Background: an optimization exercise with open tools, aiming at small area, a short achievable clock period and few clock cycles per item. Do not read the settings as production practice. Where RTL was checked, it was by simulation tests only, not by an equivalence proof against the original. No activity file was given, so power comes from the tool's default toggle rates.

==> 09-05 <==
==> flow/design.v <==
package fc2_bias_adder_pkg;
    localparam int FC2_N_LANE  = 16;
    localparam int FC2_N_BATCH = 2;
    localparam int FC2_W_BIAS  = 34;
    localparam int FC2_W_ACC   = 34;
    localparam int FC2_W_OUT   = 32;
    localparam int FC2_W_ADDR  = 1;
    typedef logic [1:0] state_t;
    localparam state_t S_FETCH = 2'd0;
    localparam state_t S_LATCH = 2'd1;
    localparam state_t S_WAIT  = 2'd2;
    localparam state_t S_OUT   = 2'd3;
endpackage
module fc2_bias_sat_add
#(
    parameter int W_A = fc2_bias_adder_pkg::FC2_W_ACC,
    parameter int W_B = fc2_bias_adder_pkg::FC2_W_BIAS,
    parameter int W_O = fc2_bias_adder_pkg::FC2_W_OUT
) (
    input  logic [W_A-1:0] acc,
    input  logic [W_B-1:0] bias,
    output logic [W_O-1:0] sum_sat
);
    localparam int W_S = ((W_A > W_B) ? W_A : W_B) + 1;
    localparam int W_L = W_O - 1;            
    localparam int W_H = W_S - 1 - W_L;      
    function automatic integer n_levels;
        input integer n;
        integer i;
        begin
            n_levels = 0;
            for (i = 0; i < 31; i = i + 1) if ((1 << i) < n) n_levels = i + 1;
        end
    endfunction
    localparam int N_LV = n_levels(W_L);
    function automatic integer pfx_pol;
        input integer i;
        input integer k;
        integer n, l;
        begin
            n = 1;
            for (l = 0; l < k; l = l + 1) n = n + ((i >> l) & 1);
            pfx_pol = n & 1;
        end
    endfunction
    logic [W_S-2:0] a, b;
    assign a = (W_S-1)'($signed(acc));
    assign b = (W_S-1)'($signed(bias));
    logic [W_L-1:0] p0;
    assign p0 = a[W_L-1:0] ^ b[W_L-1:0];
    logic [W_L-1:0] gl [0:N_LV];
    logic [W_L-1:0] tl [0:N_LV];
    assign gl[0] = ~(a[W_L-1:0] & b[W_L-1:0]);
    assign tl[0] = ~(a[W_L-1:0] | b[W_L-1:0]);
    for (genvar k = 0; k < N_LV; k++) begin : g_lv
        for (genvar i = 0; i < W_L; i++) begin : g_bit
            if (((i >> k) & 1) == 1) begin : g_op
                localparam int J = ((i >> k) << k) - 1;
                localparam int NT = (i < (2 << k)) ? 0 : 1;
                fc2_pfx_op #(
                    .HP (pfx_pol(i, k)),
                    .LP (pfx_pol(J, k)),
                    .NT (NT)
                ) u_op (
                    .g_hi (gl[k][i]),
                    .t_hi (tl[k][i]),
                    .g_lo (gl[k][J]),
                    .t_lo (tl[k][J]),
                    .g    (gl[k+1][i]),
                    .t    (tl[k+1][i])
                );
            end else begin : g_pass
                assign gl[k+1][i] = gl[k][i];
                assign tl[k+1][i] = tl[k][i];
            end
        end
    end
    function automatic logic [W_L-1:0] cpol_mask;
        input integer unused;
        integer i;
        begin
            cpol_mask = '0;
            for (i = 1; i < W_L; i = i + 1) cpol_mask[i] = pfx_pol(i - 1, N_LV);
        end
    endfunction
    localparam logic [W_L-1:0] CPOL = cpol_mask(0);
    logic [W_L:0] c;
    assign c[0] = 1'b0;
    for (genvar i = 0; i < W_L - 1; i++) begin : g_carry
        assign c[i+1] = gl[N_LV][i];
    end
    assign c[W_L] = pfx_pol(W_L - 1, N_LV) ? ~gl[N_LV][W_L-1] : gl[N_LV][W_L-1];
    logic sign0, sign1, ovf0, ovf1;
    fc2_bias_hi #(
        .W_H (W_H)
    ) u_hi (
        .a_hi  (a[W_S-2:W_L]),
        .b_hi  (b[W_S-2:W_L]),
        .sign0 (sign0),
        .sign1 (sign1),
        .ovf0  (ovf0),
        .ovf1  (ovf1)
    );
    fc2_bias_clamp #(
        .W_L  (W_L),
        .CPOL (CPOL)
    ) u_clamp (
        .p       (p0),
        .c       (c[W_L-1:0]),
        .c_hi    (c[W_L]),
        .sign0   (sign0),
        .sign1   (sign1),
        .ovf0    (ovf0),
        .ovf1    (ovf1),
        .sum_sat (sum_sat)
    );
endmodule
module fc2_pfx_op
#(
    parameter int HP = 0,
    parameter int LP = 0,
    parameter int NT = 1
) (
    input  logic g_hi,
    input  logic t_hi,
    input  logic g_lo,
    input  logic t_lo,
    output logic g,
    output logic t
);
    logic gh, th, glo, tlo, gt, tt;
    assign gh  = HP ? ~g_hi : g_hi;
    assign th  = HP ? ~t_hi : t_hi;
    assign glo = LP ? ~g_lo : g_lo;
    assign tlo = LP ? ~t_lo : t_lo;
    assign gt  = gh | (th & glo);
    assign tt  = th & tlo;
    assign g   = HP ? gt : ~gt;
    assign t   = (NT == 0) ? 1'b0 : (HP ? tt : ~tt);
endmodule
module fc2_bias_hi
#(
    parameter int W_H = 3
) (
    input  logic [W_H-1:0] a_hi,
    input  logic [W_H-1:0] b_hi,
    output logic           sign0,
    output logic           sign1,
    output logic           ovf0,
    output logic           ovf1
);
    logic signed [W_H:0] h0, h1;
    assign h0 = (W_H+1)'($signed(a_hi)) + (W_H+1)'($signed(b_hi));
    assign h1 = h0 + 1'b1;
    assign ovf0  = !((&h0) || !(|h0));
    assign ovf1  = !((&h1) || !(|h1));
    assign sign0 = h0[W_H];
    assign sign1 = h1[W_H];
endmodule
module fc2_bias_clamp
#(
    parameter int W_L = 31,
    parameter logic [W_L-1:0] CPOL = '0
) (
    input  logic [W_L-1:0] p,
    input  logic [W_L-1:0] c,
    input  logic           c_hi,
    input  logic           sign0,
    input  logic           sign1,
    input  logic           ovf0,
    input  logic           ovf1,
    output logic [W_L:0]   sum_sat
);
    logic sign, ovf;
    assign sign = c_hi ? sign1 : sign0;
    assign ovf  = c_hi ? ovf1 : ovf0;
    assign sum_sat = {sign, ovf ? {W_L{~sign}} : (p ^ c ^ CPOL)};
endmodule
module fc2_bias_adder
#(
    parameter int N_LANE  = fc2_bias_adder_pkg::FC2_N_LANE,
    parameter int N_BATCH = fc2_bias_adder_pkg::FC2_N_BATCH,
    parameter int W_BIAS  = fc2_bias_adder_pkg::FC2_W_BIAS,
    parameter int W_ACC   = fc2_bias_adder_pkg::FC2_W_ACC,
    parameter int W_OUT   = fc2_bias_adder_pkg::FC2_W_OUT,
    parameter int W_ADDR  = fc2_bias_adder_pkg::FC2_W_ADDR
) (
    input  logic                      clk,
    input  logic                      rstn,
    input  logic                      flush,
    output logic [W_ADDR-1:0]         rom_aa,
    output logic                      rom_cena,
    input  logic [N_LANE*W_BIAS-1:0]  rom_qa,
    input  logic                      acc_valid,
    output logic                      acc_ready,
    input  logic [N_LANE*W_ACC-1:0]   acc_data,
    output logic                      out_valid,
    input  logic                      out_ready,
    output logic [N_LANE*W_OUT-1:0]   out_data,
    output logic                      out_last
);
    logic [W_ADDR-1:0]  batch_cnt;   
    logic               rom_ok;      
    logic               ok_idle;     
    logic [W_ADDR-1:0]  rom_aa_q;
    logic [W_ADDR-1:0]  cnt_nxt, inc_nxt, aa_nxt;
    logic               ov_nxt, ok_nxt;
    logic               is_last;
    logic               load;        
    logic               acc_hs;
    logic [N_LANE*W_OUT-1:0] sat_sum;
    assign is_last   = (batch_cnt == W_ADDR'(N_BATCH - 1));
    assign load      = !out_valid || out_ready;
    assign acc_ready = ok_idle || (rom_ok && out_ready);
    assign acc_hs    = acc_valid && acc_ready && !flush;
    assign rom_aa   = rom_aa_q;
    assign rom_cena = 1'b0;
    always_comb begin
        if (flush)       cnt_nxt = '0;
        else if (acc_hs) cnt_nxt = is_last ? '0 : batch_cnt + 1'b1;
        else             cnt_nxt = batch_cnt;
        if (flush)          ov_nxt = 1'b0;
        else if (acc_hs)    ov_nxt = 1'b1;
        else if (out_ready) ov_nxt = 1'b0;
        else                ov_nxt = out_valid;
        inc_nxt = (cnt_nxt == W_ADDR'(N_BATCH - 1)) ? '0 : cnt_nxt + 1'b1;
        ok_nxt  = (rom_aa_q == cnt_nxt);
        aa_nxt  = ok_nxt ? inc_nxt : cnt_nxt;
    end
    for (genvar i = 0; i < N_LANE; i++) begin : g_lane
        fc2_bias_sat_add #(
            .W_A (W_ACC),
            .W_B (W_BIAS),
            .W_O (W_OUT)
        ) u_sat_add (
            .acc     (acc_data[(N_LANE-1-i)*W_ACC +: W_ACC]),
            .bias    (rom_qa[(N_LANE-1-i)*W_BIAS +: W_BIAS]),
            .sum_sat (sat_sum[(N_LANE-1-i)*W_OUT +: W_OUT])
        );
    end
    always_ff @(posedge clk or negedge rstn) begin
        if (!rstn) begin
            batch_cnt <= '0;
            rom_ok    <= 1'b0;
            ok_idle   <= 1'b0;
            rom_aa_q  <= '0;
            out_valid <= 1'b0;
        end else begin
            batch_cnt <= cnt_nxt;
            rom_ok    <= ok_nxt;
            ok_idle   <= ok_nxt && !ov_nxt;
            rom_aa_q  <= aa_nxt;
            out_valid <= ov_nxt;
        end
    end
    always_ff @(posedge clk) begin
        if (load) begin
            out_data <= sat_sum;
            out_last <= is_last;
        end
    end
endmodule
==> flow/flow/run.sh <==
#!/bin/bash
# Own layout flow: the standard ORFS flow, with these settings changed:
#  - the port buffers that global placement inserts on every input and output are buf_1
#    cells instead of the default delay-buffer cells;
#  - ABC sizes its gates for a 1 fF load, leaving upsizing to the timing repair;
#  - the adder-cell mapping step of synthesis is skipped (ADDER_MAP_FILE empty), so the adders
#    are mapped by ABC as plain gates. Registers and their names are those of the standard synthesis.
# Each tool's full output goes to the ORFS logs under orfs/logs; make's own output goes to
# flow_make.log in the folder this runs in.
set -euo pipefail
bash standard.sh "BUFFER_PORTS_ARGS=-buffer_cell sky130_fd_sc_hd__buf_1" "ADDER_MAP_FILE=" "ABC_LOAD_IN_FF=1" finish > flow_make.log 2>&1
==> flow/standard.sh <==
#!/bin/bash
# synth_recipe.tcl (not shown) runs the flow's synth.tcl, then flattens the netlist and writes it again
# the make line also repeats each setting of config.mk as NAME=value (left out here)
make -C /OpenROAD-flow-scripts/flow DESIGN_CONFIG=/design/flow/config.mk WORK_HOME=/design/flow/orfs CLKGATE_MAP_FILE= SYNTH_SCRIPT=/design/flow/synth_recipe.tcl "${@:-finish}"
==> flow/config.mk <==
export PLATFORM = sky130hd
export DESIGN_NAME = fc2_bias_adder
export DESIGN_NICKNAME = fc2_bias_adder
export VERILOG_FILES = /design/flow/design.v
export SDC_FILE = /design/flow/constraint.sdc
export NUM_CORES = 4
export LEC_CHECK = 0
export CAP_MARGIN = 20
export CORE_AREA = 5 5 555 555
export DIE_AREA = 0 0 560 560
export SETUP_SLACK_MARGIN = 2.6
export SLEW_MARGIN = 20
export SYNTH_HIERARCHICAL = 1
export SYNTH_MINIMUM_KEEP_SIZE = 0
==> flow/constraint.sdc <==
create_clock -name core_clock -period 5.0 [get_ports {clk}]
set_input_delay 1.0000 -clock core_clock [delete_from_list [all_inputs] [get_ports {clk}]]
set_output_delay 1.0000 -clock core_clock [all_outputs]
set_load 0.01 [all_outputs]
==> inputs of 11-12, as changes to 09-05 <==
--- a/flow/design.v
+++ b/flow/design.v
@@ -24,15 +24,7 @@
     localparam int W_S = ((W_A > W_B) ? W_A : W_B) + 1;
     localparam int W_L = W_O - 1;            
     localparam int W_H = W_S - 1 - W_L;      
-    function automatic integer n_levels;
-        input integer n;
-        integer i;
-        begin
-            n_levels = 0;
-            for (i = 0; i < 31; i = i + 1) if ((1 << i) < n) n_levels = i + 1;
-        end
-    endfunction
-    localparam int N_LV = n_levels(W_L);
+    localparam int N_LV = $clog2(W_L);
     function automatic integer pfx_pol;
         input integer i;
         input integer k;
--- a/flow/flow/run.sh
+++ b/flow/flow/run.sh
@@ -1,5 +1,5 @@
 #!/bin/bash
-# Own layout flow: the standard ORFS flow, with these settings changed:
+# Own layout flow: the standard ORFS flow, with two settings changed:
 #  - the port buffers that global placement inserts on every input and output are buf_1
 #    cells instead of the default delay-buffer cells;
 #  - ABC sizes its gates for a 1 fF load, leaving upsizing to the timing repair;
Settings changed: SETUP_SLACK_MARGIN 2.6 to 2.3.
==> inputs of 02-24, as changes to 09-05 <==
==> flow/design.v, changed modules only <==
module fc2_bias_sat_add
#(
    parameter int W_A = fc2_bias_adder_pkg::FC2_W_ACC,
    parameter int W_B = fc2_bias_adder_pkg::FC2_W_BIAS,
    parameter int W_O = fc2_bias_adder_pkg::FC2_W_OUT
) (
    input  logic [W_A-1:0] acc,
    input  logic [W_B-1:0] bias,
    output logic [W_O-1:0] sum_sat
);
    localparam int W_S = ((W_A > W_B) ? W_A : W_B) + 1;
    localparam int W_L = W_O - 1;            
    localparam int W_H = W_S - 1 - W_L;      
    localparam int N_LV = $clog2(W_L);
    function automatic integer pfx_pol;
        input integer i;
        input integer k;
        integer n, l;
        begin
            n = 1;
            for (l = 0; l < k; l = l + 1) n = n + ((i >> l) & 1);
            pfx_pol = n & 1;
        end
    endfunction
    logic [W_S-2:0] a, b;
    assign a = (W_S-1)'($signed(acc));
    assign b = (W_S-1)'($signed(bias));
    logic [W_L-1:0] p0;
    assign p0 = a[W_L-1:0] ^ b[W_L-1:0];
    logic [W_L-1:0] gl [0:N_LV];
    logic [W_L-1:0] tl [0:N_LV];
    assign gl[0] = ~(a[W_L-1:0] & b[W_L-1:0]);
    assign tl[0] = ~(a[W_L-1:0] | b[W_L-1:0]);
    for (genvar k = 0; k < N_LV; k++) begin : g_lv
        for (genvar i = 0; i < W_L; i++) begin : g_bit
            if (((i >> k) & 1) == 1) begin : g_op
                localparam int J = ((i >> k) << k) - 1;
                localparam int NT = (i < (2 << k)) ? 0 : 1;
                fc2_pfx_op #(
                    .HP (pfx_pol(i, k)),
                    .LP (pfx_pol(J, k)),
                    .NT (NT)
                ) u_op (
                    .g_hi (gl[k][i]),
                    .t_hi (tl[k][i]),
                    .g_lo (gl[k][J]),
                    .t_lo (tl[k][J]),
                    .g    (gl[k+1][i]),
                    .t    (tl[k+1][i])
                );
            end else begin : g_pass
                assign gl[k+1][i] = gl[k][i];
                assign tl[k+1][i] = tl[k][i];
            end
        end
    end
    logic [W_L:0] c;
    assign c[0] = 1'b0;
    for (genvar i = 0; i < W_L; i++) begin : g_carry
        assign c[i+1] = pfx_pol(i, N_LV) ? ~gl[N_LV][i] : gl[N_LV][i];
    end
    logic sign0, sign1, ovf0, ovf1;
    fc2_bias_hi #(
        .W_H (W_H)
    ) u_hi (
        .a_hi  (a[W_S-2:W_L]),
        .b_hi  (b[W_S-2:W_L]),
        .sign0 (sign0),
        .sign1 (sign1),
        .ovf0  (ovf0),
        .ovf1  (ovf1)
    );
    fc2_bias_clamp #(
        .W_L (W_L)
    ) u_clamp (
        .p       (p0),
        .c       (c[W_L-1:0]),
        .c_hi    (c[W_L]),
        .sign0   (sign0),
        .sign1   (sign1),
        .ovf0    (ovf0),
        .ovf1    (ovf1),
        .sum_sat (sum_sat)
    );
endmodule
module fc2_bias_clamp
#(
    parameter int W_L = 31
) (
    input  logic [W_L-1:0] p,
    input  logic [W_L-1:0] c,
    input  logic           c_hi,
    input  logic           sign0,
    input  logic           sign1,
    input  logic           ovf0,
    input  logic           ovf1,
    output logic [W_L:0]   sum_sat
);
    logic sign, ovf;
    assign sign = c_hi ? sign1 : sign0;
    assign ovf  = c_hi ? ovf1 : ovf0;
    assign sum_sat = {sign, ovf ? {W_L{~sign}} : (p ^ c)};
endmodule
==> flow/flow/run.sh (replaced) <==
#!/bin/bash
# Own layout flow: the standard ORFS flow, with two settings changed:
#  - the port buffers that global placement inserts on every input and output are buf_1
#    cells instead of the default delay-buffer cells;
#  - the adder-cell mapping step of synthesis is skipped (ADDER_MAP_FILE empty), so the adders
#    are mapped by ABC as plain gates. Registers and their names are those of the standard synthesis.
# Each tool's full output goes to the ORFS logs under orfs/logs; make's own output goes to
# flow_make.log in the folder this runs in.
set -euo pipefail
bash standard.sh "BUFFER_PORTS_ARGS=-buffer_cell sky130_fd_sc_hd__buf_1" "ADDER_MAP_FILE=" finish > flow_make.log 2>&1
Settings changed: SETUP_SLACK_MARGIN 2.6 to 1.6.
==> qor summary <==
Area added between synthesis and finish: 02-24 25.7%; 11-12 30.6%; 09-05 42.2%
CP Max Fanout: 02-24 21; 11-12 31; 09-05 7
Met1 track utilization from global routing: 02-24 22.3%; 11-12 19.1%; 09-05 19.3%
Wire length of the first global-routing pass: 02-24 385 mm; 11-12 358 mm; 09-05 369 mm
Clock buf/inv share: 02-24 3.84%; 11-12 4.00%; 09-05 3.67%
Via count of the first global-routing pass: 02-24 47100; 11-12 45200; 09-05 46200
Filler cell count: 02-24 33600; 11-12 33900; 09-05 33500
Number of antenna violations at the first check in global routing: 02-24 264; 11-12 276; 09-05 279
Placed cells: 02-24 11800; 11-12 11500; 09-05 11500
Via Count: 02-24 52600; 11-12 50700; 09-05 52800
Final clock period utilization by the worst path: 02-24 69.2%; 11-12 55.3%; 09-05 51.6%
Buffer count excluding the clock tree in the final layout: 02-24 1751; 11-12 1756; 09-05 1955
Largest net degree at the start of global routing: 02-24 91; 11-12 81; 09-05 81
Gp weighted congestion: 02-24 1.12; 11-12 1.07; 09-05 1.07
Outcome: 02-24 finished clean; 11-12 finished clean; 09-05 finished clean
Power consumed by sequential cells: 02-24 6.77 mW; 11-12 6.62 mW; 09-05 6.66 mW
Instance count of the mapped netlist: 02-24 6270; 11-12 6030; 09-05 6030
Internal power: 02-24 12.6 mW; 11-12 12.0 mW; 09-05 12.9 mW
Count of antenna diodes in the layout: 02-24 122; 11-12 86; 09-05 94
Mean routed wirelength per cell: 02-24 23.9 um; 11-12 22.9 um; 09-05 23.8 um
Leakage Power: 02-24 25.2 nW; 11-12 23.1 nW; 09-05 26.1 nW
Testbench counts of 09-05, summed over its fixed seeds: cycles 9,616, items 9,600.
Only the layout flow was run in 11-12 and 02-24; the RTL was not checked for function there.

[what the ideal ports hide]
The flow's constraints put no driver on any port. The routed layouts listed below were extracted and timed again, unchanged, in two steps.
Step 1 assumes that a clkbuf_16 drives the clock port and a buf_2 every other input.
Step 2, shift: input delay + t, output delay - t, t = (earliest + latest rising clock arrival at the registers) / 2. This alone moves slack from input paths to output paths.
Slacks: ideal / step 1 / step 2; pairs: ideal / step 1.
run	t, ns	setup WS [ns]	slew at the worst register clock pin (ns)	cell pins on the clock port's net
09-05	0.823	2.420 / 2.292 / 1.469	0.07 / 0.07	1
11-12	0.823	2.236 / 2.195 / 1.373	0.07 / 0.07	1
02-24	0.807	1.542 / 1.533 / 0.726	0.07 / 0.07	1
After both steps setup and hold are still met in every run listed. For 09-05, which loses most, drivers alone change the setup slack by -0.128 ns; drivers and shift together by -0.951 ns.
